Context: an optimization exercise on an open-source flow, tuned for small area, a short achievable clock period and few clock cycles. The choices shown serve that exercise and are no tape-out recipe.
Only simulation tests tie the RTL to the original design; equivalence was not proved.
No activity file was given, so power comes from the tool's default toggle rates.

$ cat flow/design.v
package atm_pkg;
    localparam int DATA_W  = 32;
    localparam int CFG_IW  = 4;
    localparam int CFG_DW  = 16;
    localparam logic [3:0]        DEPTH_RESET  = 4'd5;
    localparam logic [15:0]       WINDOW_RESET = 16'd1000;
    localparam logic [CFG_IW-1:0] CFG_DEPTH    = 4'd0;
    localparam logic [CFG_IW-1:0] CFG_WINDOW   = 4'd1;
endpackage
module atm_div (
    input  logic [15:0] i_rem,
    input  logic [31:0] i_quo,
    input  logic [15:0] i_dvs,
    output logic [15:0] o_rem,
    output logic [31:0] o_quo
);
    logic [17:0] w_sh;
    logic [18:0] w_t1;
    logic [18:0] w_t2;
    logic [18:0] w_t3;
    logic [18:0] w_a;
    logic [18:0] w_b;
    logic [18:0] w_c;
    logic [18:0] w_s;
    logic [18:0] w_k;
    always_comb begin
        w_sh = {i_rem, i_quo[31:30]};
        w_t1 = {1'b0, w_sh} - {3'b0, i_dvs};
        w_t2 = {1'b0, w_sh} - {2'b0, i_dvs, 1'b0};
        w_a  = {1'b0, w_sh};
        w_b  = ~{3'b0, i_dvs};
        w_c  = ~{2'b0, i_dvs, 1'b0};
        w_s  = w_a ^ w_b ^ w_c;
        w_k  = {(w_a[17:0] & w_b[17:0]) | (w_a[17:0] & w_c[17:0]) | (w_b[17:0] & w_c[17:0]), 1'b1};
        w_t3 = w_s + w_k + 19'd1;
        if (!w_t3[18]) begin
            o_rem = w_t3[15:0];
            o_quo = {i_quo[29:0], 2'd3};
        end else if (!w_t2[18]) begin
            o_rem = w_t2[15:0];
            o_quo = {i_quo[29:0], 2'd2};
        end else if (!w_t1[18]) begin
            o_rem = w_t1[15:0];
            o_quo = {i_quo[29:0], 2'd1};
        end else begin
            o_rem = w_sh[15:0];
            o_quo = {i_quo[29:0], 2'd0};
        end
    end
endmodule
import atm_pkg::*;
module adaptive_throughput_meter #(
    parameter int HISTORY_SLOTS = 10
) (
    input  logic        i_clk,
    input  logic        i_rst_n,
    input  logic        i_in_valid,
    output logic        o_in_stall,
    input  logic [1:0]  i_kind,
    input  logic [15:0] i_byte_count,
    input  logic [9:0]  i_tick_ms,
    output logic        o_out_valid,
    input  logic        i_out_stall,
    output logic [31:0] o_speed,
    output logic        o_window_closed,
    output logic        o_averaged,
    input  logic        i_cfg_valid,
    output logic        o_cfg_ready,
    input  logic [atm_pkg::CFG_IW-1:0] i_cfg_index,
    input  logic [atm_pkg::CFG_DW-1:0] i_cfg_data
);
    logic              r_iv;
    logic [1:0]        r_kind;
    logic [15:0]       r_byte_count;
    logic [9:0]        r_tick_ms;
    logic              r_iv2;
    logic [1:0]        r_kind2;
    logic [15:0]       r_byte_count2;
    logic [9:0]        r_tick_ms2;
    logic              r_idle;
    logic              r_load;       
    logic              r_msb;        
    logic              r_norm;       
    logic              r_div;        
    logic              r_stor;       
    logic              r_fin;        
    logic              r_cls;        
    logic              r_dv;         
    logic              r_c0;         
    logic [5:0]        r_n0;         
    logic [5:0]        r_n1;         
    logic [3:0]        r_depth;
    logic [15:0]       r_window;
    logic [3:0]        r_hc;
    logic [31:0]       r_mean;
    logic [15:0]       r_mcount;
    logic [31:0]       r_bytes;
    logic [15:0]       r_elapsed;
    logic [31:0]       r_hmin;
    logic [31:0]       r_hmax;
    logic              r_mdiv;       
    logic              r_first;      
    logic              r_neg;        
    logic              r_qz;         
    logic [3:0]        r_cp;         
    logic [3:0]        r_cnt;        
    logic [15:0]       r_dvs;        
    logic [15:0]       r_rem;
    logic [31:0]       r_quo;
    logic              w_pop;
    logic              w_pop_n0;
    logic              w_drained;
    logic              w_cip;
    logic              w_cls_fast;
    logic              w_cls_restart;
    logic              w_go_idle;
    logic              w_go_cip;
    logic [17:0]       w_ga;
    logic [17:0]       w_gb;
    logic [17:0]       w_gc;
    logic [17:0]       w_gs;
    logic [17:0]       w_gk;
    logic [17:0]       w_gap;
    logic              w_go;
    logic              w_fin;
    logic              w_take;
    logic              w_cfg_acc;
    logic              w_hc_z;
    logic [16:0]       w_el_sum;
    logic [15:0]       w_el_new;
    logic [32:0]       w_by_sum;
    logic [31:0]       w_by_new;
    logic              w_closing;
    logic              w_rate;       
    logic [41:0]       w_x;
    logic              w_ge_min;
    logic              w_le_max;
    logic              w_trend;
    logic              w_reset_n;
    logic              w_a_inv;
    logic              w_b_inv;
    logic [32:0]       w_sum;
    logic [31:0]       w_lz_in;
    logic              w_n_nz;
    logic [5:0]        w_n_msb;
    logic [3:0]        w_d_msb;
    logic [6:0]        w_t;
    logic              w_qz;
    logic [3:0]        w_cp;
    logic [47:0]       w_rq;
    logic [47:0]       w_sh0;
    logic [47:0]       w_sh1;
    logic [47:0]       w_sh2;
    logic [47:0]       w_sh3;
    logic              w_sat;
    logic              w_done;
    logic [15:0]       w_rem_n;
    logic [31:0]       w_quo_n;
    function automatic logic [6:0] msb64(input logic [63:0] v);
        logic [15:0][5:0] p;
        logic [15:0]      z;
        for (int k = 0; k < 16; k++) begin
            z[k] = |v[4*k +: 4];
            p[k] = v[4*k+3] ? 6'd3 : v[4*k+2] ? 6'd2 : v[4*k+1] ? 6'd1 : 6'd0;
        end
        for (int w = 8; w >= 1; w = w / 2) begin
            for (int k = 0; k < w; k++) begin
                p[k] = z[2*k+1] ? (p[2*k+1] | 6'(32 / w)) : p[2*k];
                z[k] = z[2*k+1] | z[2*k];
            end
        end
        msb64 = {z[0], p[0]};
    endfunction
    assign w_hc_z = (r_hc == 4'd0);
    assign o_out_valid     = r_dv || r_c0 || (r_n0 != 6'd0);
    assign o_window_closed = !r_dv && r_c0;
    assign o_averaged      = !r_dv;
    assign o_speed         = r_dv ? r_quo : r_mean;
    assign w_pop           = o_out_valid && !i_out_stall;
    assign w_pop_n0        = w_pop && !r_dv && !r_c0;
    assign w_drained       = !r_dv && !r_c0 && (r_n0 == 6'd0);
    assign w_cip = r_cls && !r_idle;
    always_comb begin
        w_el_sum  = {1'b0, r_elapsed} + 17'(r_tick_ms);
        w_el_new  = w_el_sum[16] ? 16'hFFFF : w_el_sum[15:0];
        w_by_sum  = {1'b0, r_bytes} + 33'(r_byte_count);
        w_by_new  = w_by_sum[32] ? 32'hFFFF_FFFF : w_by_sum[31:0];
        w_ga      = {2'b0, r_window};
        w_gb      = ~{2'b0, r_elapsed};
        w_gc      = ~{8'b0, r_tick_ms};
        w_gs      = w_ga ^ w_gb ^ w_gc;
        w_gk      = {(w_ga[16:0] & w_gb[16:0]) | (w_ga[16:0] & w_gc[16:0])
                     | (w_gb[16:0] & w_gc[16:0]), 1'b1};
        w_gap     = w_gs + w_gk + 18'd1;
        w_closing = (r_kind == 2'd1) && (r_window != 16'hFFFF) && w_gap[17];
        w_rate    = (r_kind == 2'd1) ? (r_elapsed != 16'd0 || r_tick_ms != 10'd0)
                                     : (r_elapsed != 16'd0);
        w_cls_restart = (r_kind == 2'd2);
        w_cls_fast    = !w_closing && !w_cls_restart && (w_cip || !w_hc_z);
        w_go_idle     = r_idle && (w_hc_z ? (!r_c0 && (r_n0 == 6'd0) && (!r_dv || !i_out_stall))
                                          : (w_cls_restart ? w_drained : (r_n0 != 6'd63)));
        w_go_cip      = w_cip && !r_load && (r_n1 != 6'd63) && !w_closing && !w_cls_restart;
        w_go          = r_iv && (w_go_idle || w_go_cip);
        w_fin         = r_fin && w_drained;
        w_x       = {(42'(r_bytes) << 7) - (42'(r_bytes) << 1) - 42'(r_bytes)} << 3;
        w_ge_min  = (r_hmin >= r_quo);
        w_le_max  = (r_hmax <= r_quo);
        w_trend   = (r_depth == 4'd0) || w_ge_min || w_le_max;
        w_reset_n = (r_hc > r_depth) && w_trend;
        w_a_inv   = r_fin && r_neg;
        w_b_inv   = r_stor;
        w_sum     = {1'b0, r_quo ^ {32{w_a_inv}}} + {1'b0, r_mean ^ {32{w_b_inv}}}
                  + 33'(w_b_inv);
        w_lz_in   = r_load ? r_bytes : r_quo;
        {w_n_nz, w_n_msb} = msb64({32'd0, w_lz_in});
        w_d_msb   = 4'(msb64({48'd0, r_dvs}));
        w_t       = {1'b0, w_n_msb} + (r_load ? 7'd10 : 7'd0) - {3'b0, w_d_msb};
        w_qz      = !w_n_nz || w_t[6];
        w_cp      = (!w_t[6] && w_t[5]) ? 4'd15 : w_t[4:1];
        w_rq      = {r_rem, r_quo};
        w_sh0     = r_cp[0] ? w_rq  : (w_rq  << 2);
        w_sh1     = r_cp[1] ? w_sh0 : (w_sh0 << 4);
        w_sh2     = r_cp[2] ? w_sh1 : (w_sh1 << 8);
        w_sh3     = r_cp[3] ? w_sh2 : (w_sh2 << 16);
        w_sat     = (r_rem >= r_dvs);
        w_done    = (r_norm && (w_sat || r_qz)) || (r_div && r_cnt == 4'd0);
    end
    assign o_in_stall  = i_cfg_valid || r_iv2;
    assign w_take      = i_in_valid && !o_in_stall;
    assign o_cfg_ready = r_idle && !r_iv && w_drained;
    assign w_cfg_acc   = i_cfg_valid && o_cfg_ready;
    atm_div u_div (
        .i_rem  (r_rem),
        .i_quo  (r_quo),
        .i_dvs  (r_dvs),
        .o_rem  (w_rem_n),
        .o_quo  (w_quo_n)
    );
    always_ff @(posedge i_clk) begin
        if (!i_rst_n) begin
            r_iv      <= 1'b0;
            r_iv2     <= 1'b0;
            r_idle    <= 1'b1;
            r_load    <= 1'b0;
            r_msb     <= 1'b0;
            r_norm    <= 1'b0;
            r_div     <= 1'b0;
            r_stor    <= 1'b0;
            r_fin     <= 1'b0;
            r_dv      <= 1'b0;
            r_c0      <= 1'b0;
            r_n0      <= '0;
            r_n1      <= '0;
            r_depth   <= DEPTH_RESET;
            r_window  <= WINDOW_RESET;
            r_hc      <= '0;
            r_mean    <= '0;
            r_mcount  <= '0;
            r_bytes   <= '0;
            r_elapsed <= '0;
        end else begin
            r_iv  <= w_go ? (r_iv2 || w_take) : (r_iv || w_take);
            r_iv2 <= w_go ? 1'b0 : (r_iv2 || (w_take && r_iv));
            if (w_pop) begin
                if (r_dv) begin
                    r_dv <= 1'b0;
                end else if (r_c0) begin
                    r_c0 <= 1'b0;
                end
            end
            if (w_fin) begin
                r_c0 <= 1'b1;
                r_n0 <= r_n1 + 6'(w_go);
                r_n1 <= '0;
            end else begin
                r_n0 <= r_n0 + 6'(w_go && r_idle && w_cls_fast) - 6'(w_pop_n0);
                r_n1 <= r_n1 + 6'(w_go && !r_idle);
            end
            if (w_cfg_acc) begin
                case (i_cfg_index)
                    CFG_DEPTH: begin
                        if (i_cfg_data[3:0] < 4'(HISTORY_SLOTS)) begin
                            r_depth <= i_cfg_data[3:0];
                            r_hc    <= '0;
                            r_mean  <= '0;
                        end
                    end
                    CFG_WINDOW: r_window <= i_cfg_data;
                    default: ;
                endcase
            end
            if (w_go) begin
                case (r_kind)
                    2'd0: r_bytes <= w_by_new;
                    2'd1: r_elapsed <= w_el_new;
                    2'd2: begin
                        r_bytes   <= '0;
                        r_elapsed <= '0;
                        r_hc      <= '0;
                        r_mean    <= '0;
                        r_mcount  <= '0;
                    end
                    default: ;
                endcase
                if (r_idle && (w_closing || (w_hc_z && !w_cls_restart && w_rate))) begin
                    r_idle <= 1'b0;
                    r_load <= 1'b1;
                end else if (r_idle && (w_cls_restart || w_hc_z)) begin
                    r_dv <= 1'b1;
                end
            end
            if (r_load) begin
                if (r_cls) begin
                    if (r_hc > r_depth) begin
                        r_hc <= '0;
                    end
                    if (w_reset_n || r_mcount == 16'd0) begin
                        r_mcount <= 16'd1;
                    end else if (r_mcount != 16'hFFFF) begin
                        r_mcount <= r_mcount + 16'd1;
                    end
                    r_bytes   <= '0;
                    r_elapsed <= '0;
                end
                r_load <= 1'b0;
                r_norm <= 1'b1;
            end
            if (r_msb) begin
                r_msb  <= 1'b0;
                r_norm <= 1'b1;
            end
            if (r_norm) begin
                r_norm <= 1'b0;
                if (!(w_sat || r_qz)) begin
                    r_div <= 1'b1;
                end
            end
            if (r_div && r_cnt == 4'd0) begin
                r_div <= 1'b0;
            end
            if (w_done) begin
                if (r_mdiv) begin
                    r_fin <= 1'b1;
                end else if (r_cls) begin
                    r_stor <= 1'b1;
                end else begin
                    r_idle <= 1'b1;
                    r_dv   <= 1'b1;
                end
            end
            if (r_stor) begin
                r_stor <= 1'b0;
                r_hc   <= r_hc + 4'd1;
                if (r_first) begin
                    r_fin <= 1'b1;
                end else begin
                    r_msb <= 1'b1;
                end
            end
            if (w_fin) begin
                r_fin  <= 1'b0;
                r_mean <= r_first ? r_quo : w_sum[31:0];
                r_idle <= 1'b1;
            end
        end
    end
    always_ff @(posedge i_clk) begin
        if ((w_go && (r_iv2 || w_take)) || (!r_iv && w_take)) begin
            r_kind       <= r_iv2 ? r_kind2 : i_kind;
            r_byte_count <= r_iv2 ? r_byte_count2 : i_byte_count;
            r_tick_ms    <= r_iv2 ? r_tick_ms2 : i_tick_ms;
        end
        if (w_take && r_iv) begin
            r_kind2       <= i_kind;
            r_byte_count2 <= i_byte_count;
            r_tick_ms2    <= i_tick_ms;
        end
        if (w_go && r_idle) begin
            r_cls  <= w_closing;
            r_mdiv <= 1'b0;
            r_dvs  <= (r_kind == 2'd1) ? w_el_new : r_elapsed;
            r_quo  <= (w_hc_z || w_cls_restart) ? 32'd0 : r_mean;
        end
        if (r_load || r_msb) begin
            r_qz <= w_qz;
            r_cp <= w_cp;
        end
        if (r_load) begin
            r_first <= w_reset_n || r_mcount == 16'd0;
            r_rem   <= 16'(w_x[41:32]);
            r_quo   <= w_x[31:0];
        end
        if (r_norm) begin
            r_cnt <= r_cp;
            if (w_sat) begin
                r_quo <= '1;
            end else if (r_qz) begin
                r_quo <= '0;
            end else begin
                {r_rem, r_quo} <= w_sh3;
            end
        end
        if (r_div) begin
            r_cnt <= r_cnt - 4'd1;
            r_rem <= w_rem_n;
            r_quo <= w_quo_n;
        end
        if (r_stor) begin
            if (r_hc < r_depth) begin
                if (w_hc_z || w_ge_min) r_hmin <= r_quo;
                if (w_hc_z || w_le_max) r_hmax <= r_quo;
            end
            if (!r_first) begin
                r_mdiv <= 1'b1;
                r_neg  <= !w_sum[32];
                r_dvs  <= r_mcount;
                r_rem  <= '0;
                r_quo  <= w_sum[32] ? w_sum[31:0] : ~w_sum[31:0];
            end
        end
    end
endmodule
$ cat flow/run.sh
#!/bin/bash
# synth_recipe.tcl (not shown) runs the flow's synth.tcl, then flattens the netlist and writes it again
# the make line also repeats each setting of config.mk as NAME=value (left out here)
make -C /OpenROAD-flow-scripts/flow DESIGN_CONFIG=/design/flow/config.mk WORK_HOME=/design/flow/orfs CLKGATE_MAP_FILE= SYNTH_SCRIPT=/design/flow/synth_recipe.tcl finish
$ cat flow/config.mk
export PLATFORM = sky130hd
export DESIGN_NAME = adaptive_throughput_meter
export DESIGN_NICKNAME = adaptive_throughput_meter
export VERILOG_FILES = /design/flow/design.v
export SDC_FILE = /design/flow/constraint.sdc
export NUM_CORES = 4
export LEC_CHECK = 0
export CAP_MARGIN = 20
export CORE_MARGIN = 2
export CORE_UTILIZATION = 40
export SETUP_SLACK_MARGIN = 4.5
export SLEW_MARGIN = 20
$ cat flow/constraint.sdc
create_clock -name core_clock -period 8.5 [get_ports {i_clk}]
set_input_delay 1.7000 -clock core_clock [delete_from_list [all_inputs] [get_ports {i_clk}]]
set_output_delay 1.7000 -clock core_clock [all_outputs]
set_load 0.01 [all_outputs]
==> notes.md, run 1 <==
static leakage power 14.63 nW; Syn Std Cell Area 0.03014 mm^2; clock-pin slew on the worst setup and hold paths roughly 0.050 ns; clock latency on the worst-skew pair about 0.6 ns; drt total wl about 100000 um; maxcap violations 0; final period utilization 46.38%; HPWL after detailed placement 74850 um; number of pins exceeding their max-slew limit in the final report 0; count of antenna-violating nets left after detailed routing 0; wire length of the first global-routing pass between 150000 and 200000 um; DR DRC count 0; Diodes inserted 0; depth of the CTS H-tree 2; average footprint of a synthesized cell ~8.4 um^2; Cell Rows 100; Hold Path Stages 2; status complete, no violations; Seq/Total Area, Yosys 26.96%; final total negative setup slack 0 ns; Hold Crit Class register to register; number of flops mapped to enable cells by yosys between 100 and 150; fraction of final layout cells sized beyond drive strength 1 between 10% and 20%; Pre-antenna DRT Iters 6; overall die area 0.07757 mm^2; Final Hold Viols 0; Top-Level Pins 90; data arrival time of the worst path about 2.2 ns; port bufs between 80 and 90; end point of the worst hold path r_window[6]$_SDFFE_PN1P_; Area growth syn-to-layout 17.15%; synthesis-stage register bit count 340; Worst Setup Path Type input pin to output pin; largest fanout on the critical path 2; Clock Path Buffers 3; initial drt markers around 2700; detail-routed via count per cell between 6 and 7; library cells used by synthesis 85; upper clock frequency limit about 0.25 GHz; vertical die dimension 278.5 um; number of buffers inserted by hold repair at cts 0; final critical delay including setup and external delays about 3.9 ns; Chip Width 278.5 um; global-route total usage across every layer 25.77%; via count of the first global-routing pass approximately 26000; number of cells on the worst reg-to-reg path 17; Yosys Warn Count 2; total number of nets in the final design approximately 4100; Sinks on Clock Net 340; Relative slew margins 20.12%; data required time at the worst endpoint around 6.8 ns; post-synthesis cell count between 3000 and 4000; detail-routed net length per standard cell 22.43 um; origin of the worst min-delay path r_window[6]$_SDFFE_PN1P_; Inserted Clock Buffers 42; antenna violations before repair 1; starting utilization of the core area 40.42%; worst reg2reg setup slack about 4.6 ns; RSZ-0062 raised after global routing yes; core area between 0.07 and 0.08 mm^2; worst setup skew after layout about 0.026 ns; CTS tree built; Worst-Margin Slew about 1.2 ns; source of the worst register-to-register timing path r_neg$_DFFE_PP_; Setup violations, final 0; fill cell count around 7300; number of vias after detailed routing 28043; clock tree root buffer cell clkbuf_16; syn_nets between 4000 and 5000; total congestion overflow 0; crit path from i_cfg_valid; async set-reset flop share out of synthesis 0%; destination of the worst register-to-register timing path r_quo[5]$_DFF_P_; CP Launch Type input pin; Pwr Density about 300 mW/mm^2; largest voltage drop on the vdd net between 150 and 200 uV; capturing element type of the critical path output pin; final weighted congestion in routability-driven placement ~0.97; Hold Worst Slack 0.4921 ns; most used flip-flop cell after synthesis dfxtp_1; pin count of the biggest net entering global routing 70
-- kinds of logic (layout without fill, tap and decap cells) --
| group | after synthesis | in the layout | share of synthesized area (%) |
|---|---|---|---|
| buffers and inverters | 444 | 550 | 5.608 |
| xor gates and xnor gates | 224 | 224 | 6.509 |
| AOI/OAI and AO/OA | 1109 | 1110 | 23.60 |
| DFF | 340 | 340 | 26.96 |
| muxes | 166 | 166 | 6.069 |
| and+or+nand+nor | 939 | 940 | 14.54 |
| adders and majority gates | 367 | 367 | 16.70 |
-- sequential cells by signal, indices dropped and copies added (netlist names), 10 cells and up --
name           cells
r_dvs             16
r_tick_ms2        10
r_rem             16
r_window          16
r_hmax            32
r_byte_count2     16
r_bytes           32
r_tick_ms         10
r_mcount          16
r_hmin            32
r_byte_count      16
r_mean            32
r_elapsed         16
r_quo             32
-- layer usage --
metal | wire, um | track usage, % | share of wire (%) | vias to the layer above
li1 | - | - | - | 13202
met1 | 45880 | 35.59 | 44 | 13491
met2 | 46770 | 40.51 | 45 | 1137
met3 | 8029 | 4.223 | 7.7 | 211
met4 | 3943 | 9.360 | 3.8 | 2
met5 | 12 | 0 | 0.011 | -
-- worst max-delay path, stage by stage --
cell and delay, ns:
dlygate4sd2_1 0.24, nor2_1 0.12, inv_1 0.05, buf_2 0.13
-- cell usage in the layout, fill, tap and decap left out, drive strengths merged, types with 27 or more instances in the layout --
cell / n
a21o: 99
xor2: 95
o21a: 28
nand2: 298
o211ai: 38
edfxtp: 132
clkdlybuf4s50: 85
dfxtp: 208
nand2b: 29
ha: 308
o21ai: 239
mux2: 64
nor3: 88
a21oi: 352
nand3: 90
fa: 59
mux2i: 95
buf: 142
a311oi: 27
nor2: 240
a211oi: 72
xnor2: 129
nand4: 33
and3: 33
clkbuf: 61
inv: 234
-- cells in the mapped netlist, drive strengths merged, types with 21 or more instances --
library cell    n  area [um^2]
o21a           28        210.2
o211ai         38        285.3
fa             59         1181
a21oi         351         1772
xnor2         129         1130
dfxtp         208         4164
xor2           95        832.1
and3           33        206.5
nand3          90        450.4
nor3           88        440.4
a21boi         21        157.6
inv           236        885.9
edfxtp        132         3964
ha            308         3854
a211oi         72        540.5
o21ai         239         1196
a21o           99        743.2
mux2i          95        950.9
nor2b          24        150.1
clkbuf        174        653.1
a311oi         27        242.7
nand4          33        206.5
nand2b         29        181.4
mux2           64        720.7
nor2          240        900.9
buf            33        147.6
nor4           23        143.9
a31oi          26        162.7
nand2         297         1115
-- worst max path at each step --
| stage | to | slack, ns |
|---|---|---|
| 2_1_floorplan | r_quo[28]$_DFF_P_ | 4.53 |
| 3_3_place_gp | r_quo[22]$_DFF_P_ | 3.52 |
| 3_5_place_dp | r_quo[12]$_DFF_P_ | 3.41 |
| 4_1_cts | r_quo[28]$_DFF_P_ | 4.50 |
| 5_1_grt | r_cp[3]$_SDFFCE_PP1P_ | 4.42 |
| 6_report | o_in_stall | 4.56 |
-- metrics by stage --
step	power, mW	utilization [%]	setup WS (ns)	instances	instance area, um^2
finish	10.40	47.35	4.558	4666	35310
global route	11.07	47.35	4.424	4666	35310
CTS	10.04	45.82	4.499	4598	34170
detailed placement	7.940	42.77	3.414	4491	31890
global placement	7.898	42.77	3.522	4491	31890
floorplan	6.295	-	4.530	3589	30160
-- layout make-up --
type / count / area (um^2) / area share (%)
Clock buffer: 57 / 1242 / 3.518
Clock inverter: 20 / 211.5 / 0.5988
Inverter: 237 / 922.1 / 2.611
Multi-Input combinational cell: 2807 / 21220 / 60.10
Sequential cell: 340 / 8244 / 23.35
Tap cell: 969 / 1212 / 3.433
Timing Repair Buffer: 236 / 2258 / 6.396
-- where the power goes --
| group | leakage, nW | total, mW | internal, mW | switching, mW |
|---|---|---|---|---|
| sequential | 2.93 | 2.32 | 1.93 | 0.390 |
| combinational | 11.0 | 6.16 | 2.57 | 3.59 |
| clock | 0.710 | 1.92 | 1.15 | 0.773 |
| total | 14.6 | 10.4 | 5.65 | 4.75 |
-- what timing repair did --
| item | 4_1_cts | 5_1_grt |
|---|---|---|
| pin swaps | 23 | 79 |
| resized for setup | 153 | 140 |
| hold endpoints to repair | 0 | 0 |
| endpoints found under the setup margin | 221 | 145 |
| cloned | 3 | 6 |
| setup buffers | 27 | 62 |
Testbench counts, summed over its fixed seeds: cycles 30,114.
==> run 2, diff against run 1 <==
--- a/flow/design.v
+++ b/flow/design.v
@@ -71,12 +71,13 @@
 );
     logic              r_iv;
     logic [1:0]        r_kind;
-    logic [15:0]       r_byte_count;
-    logic [9:0]        r_tick_ms;
+    logic [15:0]       r_val;
     logic              r_iv2;
     logic [1:0]        r_kind2;
-    logic [15:0]       r_byte_count2;
-    logic [9:0]        r_tick_ms2;
+    logic [15:0]       r_val2;
+    logic [15:0]       w_in_val;
+    logic [15:0]       r_byte_count;
+    logic [9:0]        r_tick_ms;
     logic              r_idle;
     logic              r_load;       
     logic              r_msb;        
@@ -87,8 +88,8 @@
     logic              r_cls;        
     logic              r_dv;         
     logic              r_c0;         
-    logic [5:0]        r_n0;         
-    logic [5:0]        r_n1;         
+    logic [4:0]        r_n0;         
+    logic [4:0]        r_n1;         
     logic [3:0]        r_depth;
     logic [15:0]       r_window;
     logic [3:0]        r_hc;
@@ -172,13 +173,16 @@
         msb64 = {z[0], p[0]};
     endfunction
     assign w_hc_z = (r_hc == 4'd0);
-    assign o_out_valid     = r_dv || r_c0 || (r_n0 != 6'd0);
+    assign w_in_val     = (i_kind == 2'd1) ? 16'(i_tick_ms) : i_byte_count;
+    assign r_byte_count = r_val;
+    assign r_tick_ms    = r_val[9:0];
+    assign o_out_valid     = r_dv || r_c0 || (r_n0 != 5'd0);
     assign o_window_closed = !r_dv && r_c0;
     assign o_averaged      = !r_dv;
     assign o_speed         = r_dv ? r_quo : r_mean;
     assign w_pop           = o_out_valid && !i_out_stall;
     assign w_pop_n0        = w_pop && !r_dv && !r_c0;
-    assign w_drained       = !r_dv && !r_c0 && (r_n0 == 6'd0);
+    assign w_drained       = !r_dv && !r_c0 && (r_n0 == 5'd0);
     assign w_cip = r_cls && !r_idle;
     always_comb begin
         w_el_sum  = {1'b0, r_elapsed} + 17'(r_tick_ms);
@@ -193,13 +197,13 @@
                      | (w_gb[16:0] & w_gc[16:0]), 1'b1};
         w_gap     = w_gs + w_gk + 18'd1;
         w_closing = (r_kind == 2'd1) && (r_window != 16'hFFFF) && w_gap[17];
-        w_rate    = (r_kind == 2'd1) ? (r_elapsed != 16'd0 || r_tick_ms != 10'd0)
-                                     : (r_elapsed != 16'd0);
+        w_rate    = (r_kind == 2'd1) ? (r_elapsed != 15'd0 || r_tick_ms != 10'd0)
+                                     : (r_elapsed != 15'd0);
         w_cls_restart = (r_kind == 2'd2);
         w_cls_fast    = !w_closing && !w_cls_restart && (w_cip || !w_hc_z);
-        w_go_idle     = r_idle && (w_hc_z ? (!r_c0 && (r_n0 == 6'd0) && (!r_dv || !i_out_stall))
-                                          : (w_cls_restart ? w_drained : (r_n0 != 6'd63)));
-        w_go_cip      = w_cip && !r_load && (r_n1 != 6'd63) && !w_closing && !w_cls_restart;
+        w_go_idle     = r_idle && (w_hc_z ? (!r_c0 && (r_n0 == 5'd0) && (!r_dv || !i_out_stall))
+                                          : (w_cls_restart ? w_drained : (r_n0 != 5'd31)));
+        w_go_cip      = w_cip && !r_load && (r_n1 != 5'd31) && !w_closing && !w_cls_restart;
         w_go          = r_iv && (w_go_idle || w_go_cip);
         w_fin         = r_fin && w_drained;
         w_x       = {(42'(r_bytes) << 7) - (42'(r_bytes) << 1) - 42'(r_bytes)} << 3;
@@ -270,11 +274,11 @@
             end
             if (w_fin) begin
                 r_c0 <= 1'b1;
-                r_n0 <= r_n1 + 6'(w_go);
+                r_n0 <= r_n1 + 5'(w_go);
                 r_n1 <= '0;
             end else begin
-                r_n0 <= r_n0 + 6'(w_go && r_idle && w_cls_fast) - 6'(w_pop_n0);
-                r_n1 <= r_n1 + 6'(w_go && !r_idle);
+                r_n0 <= r_n0 + 5'(w_go && r_idle && w_cls_fast) - 5'(w_pop_n0);
+                r_n1 <= r_n1 + 5'(w_go && !r_idle);
             end
             if (w_cfg_acc) begin
                 case (i_cfg_index)
@@ -314,7 +318,7 @@
                     if (r_hc > r_depth) begin
                         r_hc <= '0;
                     end
-                    if (w_reset_n || r_mcount == 16'd0) begin
+                    if (w_reset_n || r_mcount == 15'd0) begin
                         r_mcount <= 16'd1;
                     end else if (r_mcount != 16'hFFFF) begin
                         r_mcount <= r_mcount + 16'd1;
@@ -366,14 +370,12 @@
     end
     always_ff @(posedge i_clk) begin
         if ((w_go && (r_iv2 || w_take)) || (!r_iv && w_take)) begin
-            r_kind       <= r_iv2 ? r_kind2 : i_kind;
-            r_byte_count <= r_iv2 ? r_byte_count2 : i_byte_count;
-            r_tick_ms    <= r_iv2 ? r_tick_ms2 : i_tick_ms;
+            r_kind <= r_iv2 ? r_kind2 : i_kind;
+            r_val  <= r_iv2 ? r_val2 : w_in_val;
         end
         if (w_take && r_iv) begin
-            r_kind2       <= i_kind;
-            r_byte_count2 <= i_byte_count;
-            r_tick_ms2    <= i_tick_ms;
+            r_kind2 <= i_kind;
+            r_val2  <= w_in_val;
         end
         if (w_go && r_idle) begin
             r_cls  <= w_closing;
@@ -386,7 +388,7 @@
             r_cp <= w_cp;
         end
         if (r_load) begin
-            r_first <= w_reset_n || r_mcount == 16'd0;
+            r_first <= w_reset_n || r_mcount == 15'd0;
             r_rem   <= 16'(w_x[41:32]);
             r_quo   <= w_x[31:0];
         end
--- a/flow/config.mk
+++ b/flow/config.mk
@@ -8,5 +8,5 @@
 export CAP_MARGIN = 20
 export CORE_MARGIN = 2
 export CORE_UTILIZATION = 40
-export SETUP_SLACK_MARGIN = 4.5
+export SETUP_SLACK_MARGIN = 4.7
 export SLEW_MARGIN = 20
==> notes.md, run 2 <==
synthesized-area fraction occupied by adder cells 16.90% (+0.19 points); fraction of the mapped netlist area in compound gates 22.97% (-0.64 points); overall die area 0.07613 mm^2 (-1.8%); wire length of the first global-routing pass 155000 um (-0.76%); number of pins exceeding their max-slew limit in the final report 0 (unchanged); biggest area contributors in the synthesized netlist dfxtp_1, ha_1, edfxtp_1; CP Launch Type register; initial drt markers 2904 (+7.0%); CTS tree built; final period utilization 45.34% (-1.0 points); Setup violations, final 0 (unchanged); commonest non-fill, non-tap cell in the layout a21oi_1; largest fanout on the critical path 30 (+28); upper clock frequency limit 0.2595 GHz (+2.3%); Yosys Warn Count 2 (unchanged); library cells used by synthesis 93 (+9.4%); top-area cell type share of the netlist area 13.94% (+0.13 points); Final Hold Viols 0 (unchanged); syn_nets 3967 (-1.0%); data arrival time of the worst path 4.09 ns (+1.85 ns); share of cell area taken by muxes after synthesis 6.532% (+0.46 points); total congestion overflow 0 (unchanged); worst setup skew after layout 0.02516 ns (-0.001316 ns); Area growth syn-to-layout 15.67%; Pre-antenna DRT Iters 7 (+1); Relative slew margins 24.85% (+4.7 points); antenna violations before repair 2 (+1); dominant combinational cell family by area after synthesis compound AO/OA/AOI/OAI gates; average footprint of a synthesized cell 8.332 um^2 (-0.80%); Power Total 11.25 mW (+8.2%); final critical delay including setup and external delays 3.854 ns (-0.08842 ns); area share of and/or/nand/nor cells after synthesis 16.30% (+1.8 points); Pwr Density 328.8 mW/mm^2 (+12%); Sinks on Clock Net 318 (-6.5%); core area 0.07308 mm^2 (-2.0%); cell type with the largest total area after synthesis dfxtp_1; synthesis-stage register bit count 318 (-6.5%); RSZ-0062 raised after global routing yes; Hold Worst Slack 0.4712 ns (-0.02093 ns); detail-routed via count per cell 6.019 (+0.14%); async set-reset flop share out of synthesis 0% (unchanged); clock tree root buffer cell clkbuf_16; vertical die dimension 275.9 um (-0.93%); Worst Setup Path Type register to register; Seq/Total Area, Yosys 25.31% (-1.7 points); Inserted Clock Buffers 40 (-4.8%); total number of nets in the final design 4019 (-1.6%); status complete, no violations; maxcap violations 0 (unchanged); HPWL after detailed placement 73960 um (-1.2%); depth of the CTS H-tree 2 (unchanged); fraction of final layout cells sized beyond drive strength 1 12.99% (-1.2 points); most used flip-flop cell after synthesis dfxtp_1; starting utilization of the core area 40.47% (+0.050 points); most common cell in the netlist a21oi_1; xor and xnor fraction of the mapped netlist area 6.557% (+0.048 points); Clock Path Buffers 3 (unchanged); count of antenna-violating nets left after detailed routing 0 (unchanged); capturing element type of the critical path register; commonest cells in the netlist a21oi_1, nand2_1, ha_1, nor2_1, o21ai_0; pin count of the biggest net entering global routing 71 (+1.4%); number of vias after detailed routing 27649 (-1.4%); Chip Width 275.9 um (-0.93%); via count of the first global-routing pass 25889 (-1.2%); DR DRC count 0 (unchanged); number of buffers inserted by hold repair at cts 0 (unchanged); Worst-Margin Slew 1.113 ns (-0.07012 ns); port bufs 89 (unchanged); leading cell types in the layout, fill and taps excluded a21oi_1, nand2_1, ha_1, nor2_1, o21ai_0; post-synthesis cell count 3550 (-1.1%); Syn Std Cell Area 0.02958 mm^2 (-1.9%); detail-routed net length per standard cell 22.34 um (-0.36%); clock-pin slew on the worst setup and hold paths 0.06 ns (about the same); data required time at the worst endpoint 8.73 ns (+1.93 ns); static leakage power 14.13 nW (-3.4%); Cell Rows 99 (-1.0%); final weighted congestion in routability-driven placement 0.9617 (-0.97%); number of flops mapped to enable cells by yosys 112 (-15%); drt total wl 102700 um (-1.9%); clock latency on the worst-skew pair 0.59 ns (about the same); Top-Level Pins 90 (unchanged); Hold Crit Class register to register; largest voltage drop on the vdd net 255.2 uV (+33%); global-route total usage across every layer 26.11% (+0.35 points); final total negative setup slack 0 ns (unchanged)
## run 2: changes by cell type in the layout (fill, tap and decap cells not counted), sizes merged, moves of 16 or more
cell     previous run  this run
a21oi             352       333
nand2             298       320
a31oi              26        43
edfxtp            132       112
nand2b             29        45
o2bb2ai            18         1
inv               234       215
buf               142       117
## run 2: through the flow
stage / setup slack [ns] / std cells / util [%] / instance area [um^2]
CTS: 4.547 / 4559 / 45.66 / 33370
finish: 4.646 / 4594 / 46.81 / 34210
detailed placement: 3.247 / 4451 / 42.85 / 31310
global route: 4.611 / 4594 / 46.81 / 34210
global placement: 3.205 / 4451 / 42.85 / 31310
floorplan: 4.706 / 3550 / - / 29610
## run 2: cell type report
type	count	area (um^2)
multi-input combinational	2814	21190
sequential	318	7580
fill	7121	38870
clock inverter	19	211.5
timing repair buffer	209	2049
inverter	219	840.8
clock buffer	55	1140
antenna	1	2.502
tap	959	1200
## run 2: where the power goes
group	internal (mW)	switching (mW)	leakage, nW
Combinational	3.02	4.23	10.7
Sequential	1.82	0.399	2.73
Clock	1.04	0.743	0.660
Total	5.88	5.37	14.1
## run 2: path summary, 6_finish.rpt
check | startpoint | to | slack (ns) | cells after the start
setup / recovery | r_quo[2]$_DFF_P_ | r_hmin[19]$_DFFE_PP_ | 4.65 | 10
hold / removal | r_mdiv$_DFF_P_ | r_mdiv$_DFF_P_ | 0.47 | 2
setup reg to reg | r_quo[2]$_DFF_P_ | r_hmin[19]$_DFFE_PP_ | 4.65 | 10
hold reg to reg | r_mdiv$_DFF_P_ | r_mdiv$_DFF_P_ | 0.47 | 2
## run 2: worst max-delay path, stage by stage (launching register included)
cell and delay [ns]:
dfxtp_2 0.54, inv_1 0.25, ha_1 0.33, a21o_1 0.11, a21oi_1 0.07, o21ai_0 0.50, nand4_1 0.46, a31oi_4 0.44
nand2b_1 0.20, o21a_1 0.20, buf_6 0.34
## run 2: cell families (layout without fill, tap and decap cells)
group	after synthesis	after routing
AOI/OAI and AO/OA	1054	1054
and+or+nand+nor	1010	1011
buffers and inverters	419	502
xor gates and xnor gates	219	219
other	0	1
DFF	318	318
muxes	166	166
adders and majority gates	364	364
## run 2: metal layers
layer	share of wire (%)	vias up	global-route usage [%]
met1	43	13215	36.03
li1	-	13046	-
met2	44	1177	40.57
met4	3.6	0	8.857
met3	9.1	211	5.324
met5	0	-	0
## run 2: repair_timing
item	in CTS	in global routing
pin swaps	11	29
gates resized for setup	132	128
gates cloned	5	3
setup buffers	29	31
setup endpoints to repair	228	168
Testbench counts of run 2, summed over its fixed seeds: cycles 30,114.
==> run 3, diff against run 2 <==
--- a/flow/config.mk
+++ b/flow/config.mk
@@ -8,5 +8,6 @@
 export CAP_MARGIN = 20
 export CORE_MARGIN = 2
 export CORE_UTILIZATION = 40
+export CTS_BUF_LIST = sky130_fd_sc_hd__clkbuf_4 sky130_fd_sc_hd__clkbuf_8
 export SETUP_SLACK_MARGIN = 4.7
 export SLEW_MARGIN = 20
==> notes.md, run 3 <==
slowest cell on the critical path dfxtp_4; clock latency on the worst-skew pair 0.72 ns (+0.13 ns); CTS tree built; delay of the slowest critical-path stage 0.42 ns (-0.12 ns); Worst-Margin Slew 1.067 ns (-0.04563 ns); CP Launch Type register; clock tree root buffer cell clkbuf_8; detail-routed net length per standard cell 22.16 um (-0.81%); final standard cell utilization of the core 46.95% (+0.13 points); Cell Rows 99 (unchanged); largest fanout on the critical path 19 (-37%); DR DRC count 0 (unchanged); total number of nets in the final design 4052 (+0.82%); Setup WS post-layout 4.634 ns (-0.01270 ns); Final Hold Viols 0 (unchanged); Final Instance Count excl. Fillers 4646 (+1.1%); Relative slew margins 28.67% (+3.8 points); commonest non-fill, non-tap cell in the layout a21oi_1; global-route total usage across every layer 26.27% (+0.15 points); port bufs 89 (unchanged); total congestion overflow 0 (unchanged); HPWL after detailed placement 73960 um (unchanged); total placed cells including tap cells 4451 (unchanged); biggest area contributors in the synthesized netlist dfxtp_1, ha_1, edfxtp_1; number of buffers inserted by hold repair at cts 0 (unchanged); syn_nets 3967 (unchanged); final weighted congestion in routability-driven placement 0.9617 (unchanged); number of flops mapped to enable cells by yosys 112 (unchanged); via count of the first global-routing pass 26096 (+0.80%); Power Total 11.04 mW (-1.8%); top-area cell type share of the netlist area 13.94% (unchanged); antenna violations before repair 4 (+2); Hold Crit Class register to register; pin count of the biggest net entering global routing 71 (unchanged); Seq/Total Area, Yosys 25.31% (unchanged); count of antenna-violating nets left after detailed routing 0 (unchanged); upper clock frequency limit 0.2587 GHz (-0.33%); capturing element type of the critical path output pin; async set-reset flop share out of synthesis 0% (unchanged); Setup violations, final 0 (unchanged); average footprint of a synthesized cell 8.332 um^2 (unchanged); cell type with the largest total area after synthesis dfxtp_1; post-synthesis cell count 3550 (unchanged); Inserted Clock Buffers 60 (+50%); commonest cells in the netlist a21oi_1, nand2_1, ha_1, nor2_1, o21ai_0; maxcap violations 0 (unchanged); core area 0.07308 mm^2 (unchanged); Hold Worst Slack 0.4669 ns (-0.004308 ns); number of pins exceeding their max-slew limit in the final report 0 (unchanged); leading cell types in the layout, fill and taps excluded a21oi_1, nand2_1, ha_1, nor2_1, o21ai_0; largest voltage drop on the vdd net 243.6 uV (-4.5%); number of vias after detailed routing 27861 (+0.77%); Worst Setup Path Type register to output pin; critical path cell sequence buf_4 -> buf_12 -> buf_16 -> mux2_2 -> dlygate4sd2_1; Sinks on Clock Net 318 (unchanged); fraction of final layout cells sized beyond drive strength 1 14.65% (+1.7 points); data required time at the worst endpoint 6.80 ns (-1.93 ns); detail-routed via count per cell 5.997 (-0.36%); final critical delay including setup and external delays 3.866 ns (+0.01270 ns); library cells used by synthesis 93 (unchanged); depth of the CTS H-tree 2 (unchanged); initial drt markers 3113 (+7.2%); Yosys Warn Count 2 (unchanged); Area growth syn-to-layout 16.00%; static leakage power 14.36 nW (+1.6%); Top-Level Pins 90 (unchanged); Clock Path Buffers 3 (unchanged); Pwr Density 321.8 mW/mm^2 (-2.1%); vertical die dimension 275.9 um (unchanged); data arrival time of the worst path 2.17 ns (-1.92 ns); most used flip-flop cell after synthesis dfxtp_1; RSZ-0062 raised after global routing yes; Pre-antenna DRT Iters 6 (-1); wire length of the first global-routing pass 155600 um (+0.41%); status complete, no violations; worst setup skew after layout 0.06330 ns (+0.03813 ns); Chip Width 275.9 um (unchanged); drt total wl 103000 um (+0.31%); worst slack, placed 3.247 ns (unchanged); starting utilization of the core area 40.47% (unchanged); final total negative setup slack 0 ns (unchanged); overall die area 0.07613 mm^2 (unchanged); Syn Std Cell Area 0.02958 mm^2 (unchanged); final instance area 0.03431 mm^2 (+0.29%); synthesis-stage register bit count 318 (unchanged); clock-pin slew on the worst setup and hold paths 0.06 ns (about the same); standard cell area after detailed placement 0.03131 mm^2 (unchanged); most common cell in the netlist a21oi_1; final period utilization 45.48% (+0.15 points)
run 3: worst paths after layout:
path	from	to	slack (ns)	cells after the start
setup / recovery	r_dv$_SDFF_PN0_	o_speed[3]	4.63	5
hold / removal	r_mdiv$_DFF_P_	r_mdiv$_DFF_P_	0.47	2
setup reg to reg	r_bytes[11]$_SDFF_PN0_	r_rem[6]$_DFF_P_	4.70	12
hold reg to reg	r_mdiv$_DFF_P_	r_mdiv$_DFF_P_	0.47	2
run 3: layout make-up:
| type | instances | area (um^2) |
|---|---|---|
| Antenna cell | 2 | 5.005 |
| Multi-Input combinational cell | 2814 | 21300 |
| Timing Repair Buffer | 222 | 2140 |
| Clock inverter | 31 | 216.5 |
| Inverter | 219 | 843.3 |
| Clock buffer | 81 | 1021 |
| Sequential cell | 318 | 7586 |
| Tap cell | 959 | 1200 |
| Fill cell | 7160 | 38770 |
run 3: repair_timing:
item | in CTS | in global routing
setup buffers | 34 | 39
resized for setup | 167 | 145
endpoints found under the setup margin | 231 | 190
pin swaps | 15 | 35
cloned | 7 | 1
run 3: worst max-delay path: cells and delay by family (launching register included):
| family | cells | cell delay [ns] |
|---|---|---|
| flip-flops | 1 | 0.42 |
| buffers and inverters | 4 | 0.66 |
| multiplexers | 1 | 0.35 |
run 3: logic make-up after synthesis:
| logic type | after synthesis | synth area share [%] |
|---|---|---|
| flip-flops | 318 | 25.31 |
| XOR/XNOR | 219 | 6.557 |
| AO/OA/AOI/OAI | 1054 | 22.97 |
| buffers and inverters | 419 | 5.440 |
| adder cells (fa/ha/maj) | 364 | 16.90 |
| multiplexers | 166 | 6.532 |
| AND/OR/NAND/NOR | 1010 | 16.30 |
run 3: metal layers:
layer / track usage [%] / part of all wire [%]
met5: 0 / 0.012
met2: 40.78 / 44
met4: 9.338 / 3.6
met3: 5.003 / 8.8
met1: 36.32 / 43
run 3: power breakdown:
part	total [mW]	internal, mW	switching, mW	leakage, nW
combinational	7.22	3.01	4.21	11.0
sequential	2.23	1.83	0.400	2.73
clock	1.59	0.846	0.743	0.658
total	11.0	5.68	5.36	14.4
==> run 4, diff against run 3 <==
--- a/flow/config.mk
+++ b/flow/config.mk
@@ -8,6 +8,8 @@
 export CAP_MARGIN = 20
 export CORE_MARGIN = 2
 export CORE_UTILIZATION = 40
-export CTS_BUF_LIST = sky130_fd_sc_hd__clkbuf_4 sky130_fd_sc_hd__clkbuf_8
+export CTS_BUF_LIST = sky130_fd_sc_hd__clkbuf_8 sky130_fd_sc_hd__clkbuf_16
+export CTS_CLUSTER_DIAMETER = 100
+export CTS_CLUSTER_SIZE = 30
 export SETUP_SLACK_MARGIN = 4.7
 export SLEW_MARGIN = 20
==> notes.md, run 4 <==
syn_nets 3967 (unchanged); data arrival time of the worst path 2.09 ns (-0.08 ns); overall die area 0.07613 mm^2 (unchanged); most common cell in the netlist a21oi_1; async set-reset flop share out of synthesis 0% (unchanged); capturing element type of the critical path output pin; number of cells on the worst reg-to-reg path 15 (+3); final total negative setup slack 0 ns (unchanged); Inserted Clock Buffers 20 (-67%); Pre-antenna DRT Iters 7 (+1); met1 global-route usage 36.17% (-0.15 points); Yosys Warn Count 2 (unchanged); Hold Worst Slack 0.4791 ns (+0.01220 ns); data required time at the worst endpoint 6.80 ns (about the same); Final Instance Count excl. Fillers 4569 (-1.7%); most used flip-flop cell after synthesis dfxtp_1; DR DRC count 0 (unchanged); final critical delay including setup and external delays 3.786 ns (-0.08072 ns); portion of total power attributed to combinational logic 68.2% (+2.8 points); biggest area contributors in the synthesized netlist dfxtp_1, ha_1, edfxtp_1; fraction of final layout cells sized beyond drive strength 1 13.19% (-1.5 points); starting utilization of the core area 40.47% (unchanged); total congestion overflow 0 (unchanged); depth of the CTS H-tree 1 (-1); RSZ-0062 raised after global routing yes; clock tree root buffer cell clkbuf_16; Top-Level Pins 90 (unchanged); met2 global-route usage 40.85% (+0.066 points); Seq/Total Area, Yosys 25.31% (unchanged); vertical die dimension 275.9 um (unchanged); detail-routed net length per standard cell 22.41 um (+1.1%); Final Hold Viols 0 (unchanged); commonest non-fill, non-tap cell in the layout a21oi_1; drt total wl 102400 um (-0.57%); largest fanout on the critical path 10 (-9); CP Launch Type register; largest voltage drop on the vdd net 251.2 uV (+3.1%); Worst-Margin Slew 1.076 ns (+0.009211 ns); library cells used by synthesis 93 (unchanged); leading cell types in the layout, fill and taps excluded a21oi_1, nand2_1, ha_1, nor2_1, o21ai_0; maxcap violations 0 (unchanged); Worst Setup Path Type register to output pin; Pwr Density 316.8 mW/mm^2 (-1.6%); post-synthesis cell count 3550 (unchanged); internal power component 5.446 mW (-4.2%); initial drt markers 2816 (-9.5%); Hold Crit Class register to register; core area 0.07308 mm^2 (unchanged); detail-routed via count per cell 6.039 (+0.70%); number of buffers inserted by hold repair at cts 0 (unchanged); global-route total usage across every layer 26.03% (-0.24 points); Relative slew margins 28.06% (-0.62 points); Top Usage Layer GRT met2; static leakage power 14.05 nW (-2.2%); CTS tree built; worst setup skew after layout 0.04106 ns (-0.02224 ns); Setup violations, final 0 (unchanged); Cell Rows 99 (unchanged); top-area cell type share of the netlist area 13.94% (unchanged); average footprint of a synthesized cell 8.332 um^2 (unchanged); clock latency on the worst-skew pair 0.59 ns (-0.13 ns); number of vias after detailed routing 27592 (-0.97%); antenna violations before repair 3 (-1); net switching share of the total power 49.37% (+0.86 points); final weighted congestion in routability-driven placement 0.9617 (unchanged); total number of nets in the final design 4011 (-1.0%); number of flops mapped to enable cells by yosys 112 (unchanged); Syn Std Cell Area 0.02958 mm^2 (unchanged); Clock Path Buffers 3 (unchanged); part of the power in the clock network 11.2% (-3.2 points); routing usage on met3 4.821% (-0.18 points); final period utilization 44.54% (-0.95 points); commonest cells in the netlist a21oi_1, nand2_1, ha_1, nor2_1, o21ai_0; clock-pin slew on the worst setup and hold paths 0.11 ns (+0.05 ns); via count of the first global-routing pass 25617 (-1.8%); wire length of the first global-routing pass 154700 um (-0.59%); status complete, no violations; count of antenna-violating nets left after detailed routing 0 (unchanged); Sinks on Clock Net 318 (unchanged); upper clock frequency limit 0.2642 GHz (+2.1%); cell type with the largest total area after synthesis dfxtp_1; switching component of the power 5.310 mW (-0.86%); number of pins exceeding their max-slew limit in the final report 0 (unchanged); Hold Path Stages 2 (unchanged); Chip Width 275.9 um (unchanged); final standard cell utilization of the core 46.45% (-0.49 points); port bufs 89 (unchanged); synthesis-stage register bit count 318 (unchanged); pin count of the biggest net entering global routing 71 (unchanged); HPWL after detailed placement 73960 um (unchanged); part of the total power dissipated in sequential elements 20.7% (+0.5 points); Area growth syn-to-layout 14.79%; total placed cells including tap cells 4451 (unchanged)
run 4: power by group through the flow:
| stage | logic (mW) | clock network (mW) | registers (mW) |
|---|---|---|---|
| after floorplan | 4.88 | 0 | 1.99 |
| after global placement | 6.43 | 0 | 2.21 |
| after detailed placement | 6.46 | 0 | 2.21 |
| after CTS | 6.73 | 1.21 | 2.19 |
| after global routing | 8.01 | 1.26 | 2.23 |
| final | 7.33 | 1.20 | 2.22 |
run 4: final timing paths:
path	from	end	slack, ns
min	r_mdiv$_DFF_P_	r_mdiv$_DFF_P_	0.48
max	r_dv$_SDFF_PN0_	o_speed[23]	4.71
max reg2reg	r_bytes[7]$_SDFF_PN0_	r_rem[9]$_DFF_P_	4.77
min reg2reg	r_mdiv$_DFF_P_	r_mdiv$_DFF_P_	0.48
run 4: layer usage:
metal | vias up | routed length, um
li1 | 13019 | -
met1 | 13183 | 44340
met2 | 1172 | 45040
met3 | 216 | 9218
met4 | 2 | 3769
met5 | - | 19
run 4: worst max-delay path, cell delays in order (launching register included):
cell and delay [ns]:
dfxtp_4 0.47, buf_12 0.17, mux2_2 0.35, clkdlybuf4s50_1 0.50
run 4: kinds of logic after synthesis:
group	Yosys count	synth area share, %
compound gates	1054	22.97
buf+inv	419	5.440
mux	166	6.532
simple gates	1010	16.30
fa+ha+maj	364	16.90
flops	318	25.31
xor+xnor	219	6.557
run 4: cell type report:
| class | instances | area (um^2) |
|---|---|---|
| repair buffers | 221 | 2212 |
| flip-flops and latches | 318 | 7587 |
| clock inverters | 15 | 216.5 |
| inverters | 219 | 838.3 |
| fillers | 7156 | 39130 |
| diodes | 2 | 5.005 |
| multi-input cells | 2814 | 21370 |
| well taps | 959 | 1200 |
| clock buffers | 21 | 525.5 |
run 4: stage by stage:
step           power, mW  worst slack (ns)  instance area (um^2)
2_1_floorplan      6.862             4.706                 29610
3_3_place_gp       8.640             3.205                 31310
3_5_place_dp       8.670             3.247                 31310
4_1_cts            10.14             4.553                 32910
5_1_grt            11.50             4.579                 33950
6_report           10.76             4.715                 33950
run 4: repair_timing:
item | CTS | global route
pin swaps | 15 | 37
setup buffers | 30 | 41
gates resized for setup | 138 | 155
gates cloned | 7 | 2
setup endpoints to repair | 230 | 215
==> run 5, diff against run 4 <==
--- a/flow/config.mk
+++ b/flow/config.mk
@@ -11,5 +11,5 @@
 export CTS_BUF_LIST = sky130_fd_sc_hd__clkbuf_8 sky130_fd_sc_hd__clkbuf_16
 export CTS_CLUSTER_DIAMETER = 100
 export CTS_CLUSTER_SIZE = 30
-export SETUP_SLACK_MARGIN = 4.7
+export SETUP_SLACK_MARGIN = 4.6
 export SLEW_MARGIN = 20
==> notes.md, run 5 <==
status complete, no violations; Hold Path Stages 2 (unchanged); DR DRC count 0 (unchanged); commonest cells in the netlist a21oi_1, nand2_1, ha_1, nor2_1, o21ai_0; number of pins exceeding their max-slew limit in the final report 0 (unchanged); clock latency on the worst-skew pair 0.58 ns (about the same); drt total wl 101200 um (-1.1%); Worst Setup Path Type input pin to output pin; static leakage power 13.52 nW (-3.7%); async set-reset flop share out of synthesis 0% (unchanged); wire length of the first global-routing pass 152400 um (-1.5%); overall die area 0.07613 mm^2 (unchanged); cell type with the largest total area after synthesis dfxtp_1; core area 0.07308 mm^2 (unchanged); destination of the worst register-to-register timing path r_hmin[16]$_DFFE_PP_; Pwr Density 313.3 mW/mm^2 (-1.1%); pin count of the biggest net entering global routing 71 (unchanged); Pre-antenna DRT Iters 8 (+1); Top-Level Pins 90 (unchanged); via count of the first global-routing pass 25051 (-2.2%); final total negative setup slack 0 ns (unchanged); maxcap violations 0 (unchanged); total number of nets in the final design 3965 (-1.1%); worst reg2reg setup slack 4.65 ns (-0.12 ns); source of the worst register-to-register timing path r_quo[20]$_DFF_P_; fraction of final layout cells sized beyond drive strength 1 10.56% (-2.6 points); largest fanout on the critical path 2 (-8); final instance area 0.03301 mm^2 (-2.8%); biggest area contributors in the synthesized netlist dfxtp_1, ha_1, edfxtp_1; number of flops mapped to enable cells by yosys 112 (unchanged); Seq/Total Area, Yosys 25.31% (unchanged); capturing element type of the critical path output pin; Diodes inserted 0 (-2); largest voltage drop on the vdd net 289.6 uV (+15%); number of vias after detailed routing 27197 (-1.4%); origin of the worst min-delay path r_mdiv$_DFF_P_; port bufs 89 (unchanged); CTS tree built; average footprint of a synthesized cell 8.332 um^2 (unchanged); vertical die dimension 275.9 um (unchanged); Hold Crit Class register to register; commonest non-fill, non-tap cell in the layout a21oi_1; Sequential Area 0.007576 mm^2 (-0.15%); total congestion overflow 0 (unchanged); HPWL after detailed placement 74930 um (+1.3%); Relative slew margins 27.98% (-0.078 points); Chip Width 275.9 um (unchanged); number of buffers inserted by hold repair at cts 0 (unchanged); worst setup skew after layout 0.02663 ns (-0.01443 ns); upper clock frequency limit 0.2583 GHz (-2.2%); Cell Rows 99 (unchanged); Worst-Margin Slew 1.077 ns (+0.001169 ns); global-route total usage across every layer 25.72% (-0.31 points); Yosys Warn Count 2 (unchanged); Syn Std Cell Area 0.02958 mm^2 (unchanged); leading cell types in the layout, fill and taps excluded a21oi_1, nand2_1, ha_1, nor2_1, o21ai_0; detail-routed net length per standard cell 22.40 um (about the same); fill cell count 7212 (+0.78%); clock tree root buffer cell clkbuf_16; most common cell in the netlist a21oi_1; final weighted congestion in routability-driven placement 0.9311 (-3.2%); footprint of the multi-input gates 0.02101 mm^2 (-1.7%); Inserted Clock Buffers 17 (-15%); Sinks on Clock Net 318 (unchanged); depth of the CTS H-tree 1 (unchanged); syn_nets 3967 (unchanged); detail-routed via count per cell 6.020 (-0.32%); CP Launch Type input pin; clock-pin slew on the worst setup and hold paths 0.11 ns (about the same); post-synthesis cell count 3550 (unchanged); Clock Path Buffers 3 (unchanged); data arrival time of the worst path 2.17 ns (+0.08 ns); synthesis-stage register bit count 318 (unchanged); end point of the worst hold path r_mdiv$_DFF_P_; library cells used by synthesis 93 (unchanged); standard cell area after detailed placement 0.03130 mm^2 (about the same); final critical delay including setup and external delays 3.871 ns (+0.08577 ns); final period utilization 45.54% (+1.0 points); Area growth syn-to-layout 11.61%; Setup violations, final 0 (unchanged); count of antenna-violating nets left after detailed routing 0 (unchanged); RSZ-0062 raised after global routing yes; starting utilization of the core area 40.47% (unchanged); top-area cell type share of the netlist area 13.94% (unchanged); data required time at the worst endpoint 6.80 ns (about the same); most used flip-flop cell after synthesis dfxtp_1; Final Hold Viols 0 (unchanged); initial drt markers 2632 (-6.5%); number of cells on the worst reg-to-reg path 9 (-6); antenna violations before repair 2 (-1)
## run 5: worst max-delay path by stage
stage	endpoint	depth (start not counted)	start
final	o_in_stall	4	i_cfg_valid
after global routing	r_n0[4]$_SDFF_PN0_	19	r_val[2]$_DFFE_PP_
after CTS	r_quo[31]$_DFF_P_	14	r_neg$_DFFE_PP_
after detailed placement	r_quo[8]$_DFF_P_	12	i_out_stall
after global placement	r_quo[8]$_DFF_P_	12	i_out_stall
after floorplan	r_cp[0]$_SDFFCE_PP1P_	22	r_load$_SDFF_PP0_
## run 5: cell families (layout without fill, tap and decap cells)
| family | count (synthesis) | in the layout | synth area share (%) |
|---|---|---|---|
| simple gates | 1010 | 1010 | 16.30 |
| xor+xnor | 219 | 219 | 6.557 |
| flops | 318 | 318 | 25.31 |
| buf+inv | 419 | 428 | 5.440 |
| compound gates | 1054 | 1054 | 22.97 |
| fa+ha+maj | 364 | 364 | 16.90 |
| mux | 166 | 166 | 6.532 |
## run 5: critical path: stages
cell             delay, ns
clkdlybuf4s15_1       0.19
nor2_2                0.10
inv_1                 0.05
buf_2                 0.13
## run 5: area by class of cell
cell class / instances / share of cell area, %
clock buffer: 19 / 1.372
clock inverter: 11 / 0.4700
inverter: 219 / 2.540
multi-input combinational: 2813 / 63.65
sequential: 318 / 22.95
tap: 959 / 3.635
timing repair buffer: 179 / 5.378
## run 5: power by group
group / internal, mW / switching, mW
clock network: 0.449 / 0.621
logic: 2.90 / 4.13
registers: 1.82 / 0.418
## run 5: repair_timing
item / 4_1_cts / 5_1_grt
endpoints found under the setup margin: 224 / 161
hold endpoints to repair: 0 / 0
pin swaps: 6 / 22
buffers inserted: 15 / 17
gates cloned: 2 / 3
resized for setup: 98 / 103
## run 5: routing by layer
layer | track usage (%) | up-vias | routed length [um]
met3 | 3.252 | 178 | 7951
li1 | - | 12932 | -
met5 | 0 | - | 0
met1 | 36.50 | 12963 | 45120
met2 | 40.93 | 1124 | 44980
met4 | 7.286 | 0 | 3165
## run 5: stage by stage
stage / utilization (%) / total power, mW / instances / setup WS (ns) / hold WS [ns]
6_report: 45.17 / 10.34 / 4518 / 4.629 / 0.4950
3_3_place_gp: 42.83 / 8.688 / 4451 / 3.657 / 0.4513
3_5_place_dp: 42.83 / 8.719 / 4451 / 3.589 / 0.4720
4_1_cts: 44.33 / 9.974 / 4498 / 4.498 / 0.4871
2_1_floorplan: - / 6.859 / 3550 / 4.609 / 0.4237
5_1_grt: 45.17 / 11.09 / 4518 / 4.489 / 0.4899
==> run 6, diff against run 5 <==
--- a/flow/config.mk
+++ b/flow/config.mk
@@ -9,7 +9,7 @@
 export CORE_MARGIN = 2
 export CORE_UTILIZATION = 40
 export CTS_BUF_LIST = sky130_fd_sc_hd__clkbuf_8 sky130_fd_sc_hd__clkbuf_16
-export CTS_CLUSTER_DIAMETER = 100
-export CTS_CLUSTER_SIZE = 30
-export SETUP_SLACK_MARGIN = 4.6
+export CTS_CLUSTER_DIAMETER = 80
+export CTS_CLUSTER_SIZE = 20
+export SETUP_SLACK_MARGIN = 4.7
 export SLEW_MARGIN = 20
==> notes.md, run 6 <==
status complete, no violations; CP Launch Type register; Syn Std Cell Area 0.02958 mm^2 (unchanged); Setup violations, final 0 (unchanged); via count of the first global-routing pass 25570 (+2.1%); Chip Width 275.9 um (unchanged); maxcap violations 0 (unchanged); Area growth syn-to-layout 14.65%; Worst Setup Path Type register to output pin; detail-routed via count per cell 6.027 (+0.12%); origin of the worst min-delay path r_mdiv$_DFF_P_; top-area cell type share of the netlist area 13.94% (unchanged); standard cell area after detailed placement 0.03131 mm^2 (about the same); largest fanout on the critical path 13 (+11); total placed cells including tap cells 4451 (unchanged); drt total wl 101800 um (+0.59%); leading cell types in the layout, fill and taps excluded a21oi_1, nand2_1, ha_1, nor2_1, o21ai_0; source of the worst register-to-register timing path r_bytes[9]$_SDFF_PN0_; async set-reset flop share out of synthesis 0% (unchanged); area share of and/or/nand/nor cells after synthesis 16.30% (unchanged); core area 0.07308 mm^2 (unchanged); syn_nets 3967 (unchanged); final instance area 0.03391 mm^2 (+2.7%); worst reg2reg setup slack 4.74 ns (+0.09 ns); Sinks on Clock Net 318 (unchanged); Top Usage Layer GRT met2; final critical delay including setup and external delays 3.803 ns (-0.06808 ns); DR DRC count 0 (unchanged); biggest area contributors in the synthesized netlist dfxtp_1, ha_1, edfxtp_1; met1 global-route usage 35.84% (-0.66 points); Cell Rows 99 (unchanged); starting utilization of the core area 40.47% (unchanged); xor and xnor fraction of the mapped netlist area 6.557% (unchanged); post-synthesis cell count 3550 (unchanged); number of cells on the worst reg-to-reg path 14 (+5); depth of the CTS H-tree 1 (unchanged); Hold Crit Class register to register; commonest non-fill, non-tap cell in the layout a21oi_1; Clock Path Buffers 3 (unchanged); antenna violations before repair 2 (unchanged); synthesis-stage register bit count 318 (unchanged); final period utilization 44.74% (-0.80 points); cell type with the largest total area after synthesis dfxtp_1; most common cell in the netlist a21oi_1; met2 global-route usage 40.44% (-0.49 points); data required time at the worst endpoint 6.80 ns (about the same); number of pins exceeding their max-slew limit in the final report 0 (unchanged); number of flops mapped to enable cells by yosys 112 (unchanged); Top-Level Pins 90 (unchanged); total congestion overflow 0 (unchanged); number of vias after detailed routing 27512 (+1.2%); clock latency on the worst-skew pair 0.62 ns (+0.04 ns); detail-routed net length per standard cell 22.30 um (-0.44%); library cells used by synthesis 93 (unchanged); destination of the worst register-to-register timing path r_rem[9]$_DFF_P_; pin count of the biggest net entering global routing 71 (unchanged); Final Hold Viols 0 (unchanged); static leakage power 14.03 nW (+3.7%); data arrival time of the worst path 2.10 ns (-0.07 ns); Yosys Warn Count 2 (unchanged); largest voltage drop on the vdd net 247.5 uV (-15%); HPWL after detailed placement 73960 um (-1.3%); worst setup skew after layout 0.02901 ns (+0.002384 ns); final standard cell utilization of the core 46.40% (+1.2 points); end point of the worst hold path r_mdiv$_DFF_P_; synthesized-area fraction occupied by adder cells 16.90% (unchanged); average footprint of a synthesized cell 8.332 um^2 (unchanged); CTS tree built; total number of nets in the final design 3998 (+0.83%); final weighted congestion in routability-driven placement 0.9617 (+3.3%); wire length of the first global-routing pass 153600 um (+0.78%); initial drt markers 2903 (+10%); share of cell area taken by muxes after synthesis 6.532% (unchanged); upper clock frequency limit 0.2629 GHz (+1.8%); routing usage on met3 5.090% (+1.8 points); RSZ-0062 raised after global routing yes; Relative slew margins 26.99% (-0.98 points); clock-pin slew on the worst setup and hold paths 0.09 ns (-0.02 ns); global-route total usage across every layer 25.81% (+0.086 points); fraction of the mapped netlist area in compound gates 22.97% (unchanged); overall die area 0.07613 mm^2 (unchanged); final total negative setup slack 0 ns (unchanged); port bufs 89 (unchanged); Pre-antenna DRT Iters 6 (-2); dominant combinational cell family by area after synthesis compound AO/OA/AOI/OAI gates; capturing element type of the critical path output pin; commonest cells in the netlist a21oi_1, nand2_1, ha_1, nor2_1, o21ai_0; fraction of final layout cells sized beyond drive strength 1 12.77% (+2.2 points); Hold Worst Slack 0.4733 ns (-0.02169 ns); Hold Path Stages 2 (unchanged); number of buffers inserted by hold repair at cts 0 (unchanged); Pwr Density 322.2 mW/mm^2 (+2.9%); Seq/Total Area, Yosys 25.31% (unchanged); clock tree root buffer cell clkbuf_16; most used flip-flop cell after synthesis dfxtp_1; vertical die dimension 275.9 um (unchanged); count of antenna-violating nets left after detailed routing 0 (unchanged); Final Instance Count excl. Fillers 4565 (+1.0%); Worst-Margin Slew 1.092 ns (+0.01472 ns); Inserted Clock Buffers 28 (+11)
-- run 6: cell types whose count changed in the layout (fill, tap and decap cells not counted), moves of 8 or more --
cell / before / now
clkbuf_16: 20 / 31
ha_1: 302 / 294
buf_4: 72 / 90
clkdlybuf4s50_1: 86 / 76
-- run 6: worst max path at each step --
stage	startpoint	slack (ns)	end	depth (start not counted)
5_1_grt	r_bytes[1]$_SDFF_PN0_	4.58	r_rem[9]$_DFF_P_	14
3_3_place_gp	i_out_stall	3.20	r_quo[0]$_DFF_P_	12
4_1_cts	r_fin$_SDFF_PP0_	4.59	r_quo[31]$_DFF_P_	13
3_5_place_dp	i_out_stall	3.25	r_quo[0]$_DFF_P_	12
2_1_floorplan	r_load$_SDFF_PP0_	4.71	r_cp[0]$_SDFFCE_PP1P_	22
6_report	r_quo[17]$_DFF_P_	4.70	o_speed[17]	3
-- run 6: metrics by stage --
step / power [mW] / setup slack (ns)
after global placement: 8.640 / 3.205
after global routing: 11.67 / 4.583
final: 10.93 / 4.697
after detailed placement: 8.670 / 3.247
after floorplan: 6.862 / 4.706
after CTS: 10.38 / 4.589
-- run 6: cell type report --
type	instances	area [um^2]
Multi-Input combinational cell	2814	21300
Clock buffer	28	700.7
Tap cell	959	1200
Sequential cell	318	7575
Antenna cell	3	7.507
Timing Repair Buffer	200	1967
Clock inverter	24	327.8
Inverter	219	834.6
Fill cell	7169	39170
-- run 6: kinds of logic (layout without fill, tap and decap cells) --
| group | Yosys count | after routing |
|---|---|---|
| other | 0 | 3 |
| XOR/XNOR | 219 | 219 |
| buffers and inverters | 419 | 471 |
| AND/OR/NAND/NOR | 1010 | 1011 |
| AO/OA/AOI/OAI | 1054 | 1054 |
| multiplexers | 166 | 166 |
| adder cells (fa/ha/maj) | 364 | 364 |
| flip-flops | 318 | 318 |
-- run 6: repair_timing --
action,in CTS,in global routing
buffers inserted,27,25
resized for setup,135,137
endpoints found under the setup margin,230,220
gates cloned,4,3
pin swaps,10,32
-- run 6: critical path, cell delays in order, from the launching register on --
cell and delay [ns]:
dfxtp_1 0.44, buf_4 0.31, mux2_2 0.22, clkdlybuf4s50_1 0.53
-- run 6: power by group --
part / internal (mW) / switching [mW]
combinational: 3.01 / 4.23
clock: 0.737 / 0.732
sequential: 1.82 / 0.398
-- run 6: routing by layer --
layer / vias to the layer above / part of all wire (%)
met5: - / 0
met4: 0 / 3.2
met3: 201 / 9.2
met2: 1180 / 44
met1: 13128 / 43
li1: 13003 / -

-- static timing again, ports no longer ideal --
Ports are ideal in the flow. The routed layouts listed here were re-timed in OpenROAD.
Step 1, drivers: a clkbuf_16 drives i_clk and a buf_2 each remaining input, both assumed.
Step 2 times the ports against the registers' clock, not the clock port: input delays grow and output delays shrink by t, the midpoint of the rising clock arrivals with the driver on.
Slacks: ideal / step 1 / step 2; pairs: ideal / step 1.
run	t (ns)	setup WS [ns]	worst slew at a driven data input, ns
run 1	0.641	4.558 / 4.496 / 4.010	0.05
run 2	0.639	4.646 / 4.646 / 4.377	0.04
run 3	0.750	4.634 / 4.574 / 4.340	0.04
run 4	0.631	4.714 / 4.652 / 4.413	0.04
run 5	0.624	4.629 / 4.591 / 4.205	0.04
run 6	0.669	4.697 / 4.635 / 4.397	0.04
After both steps every run listed still meets setup and hold. The setup slack of run 1, which loses most, moves by -0.062 ns with the drivers and by -0.548 ns with both steps.
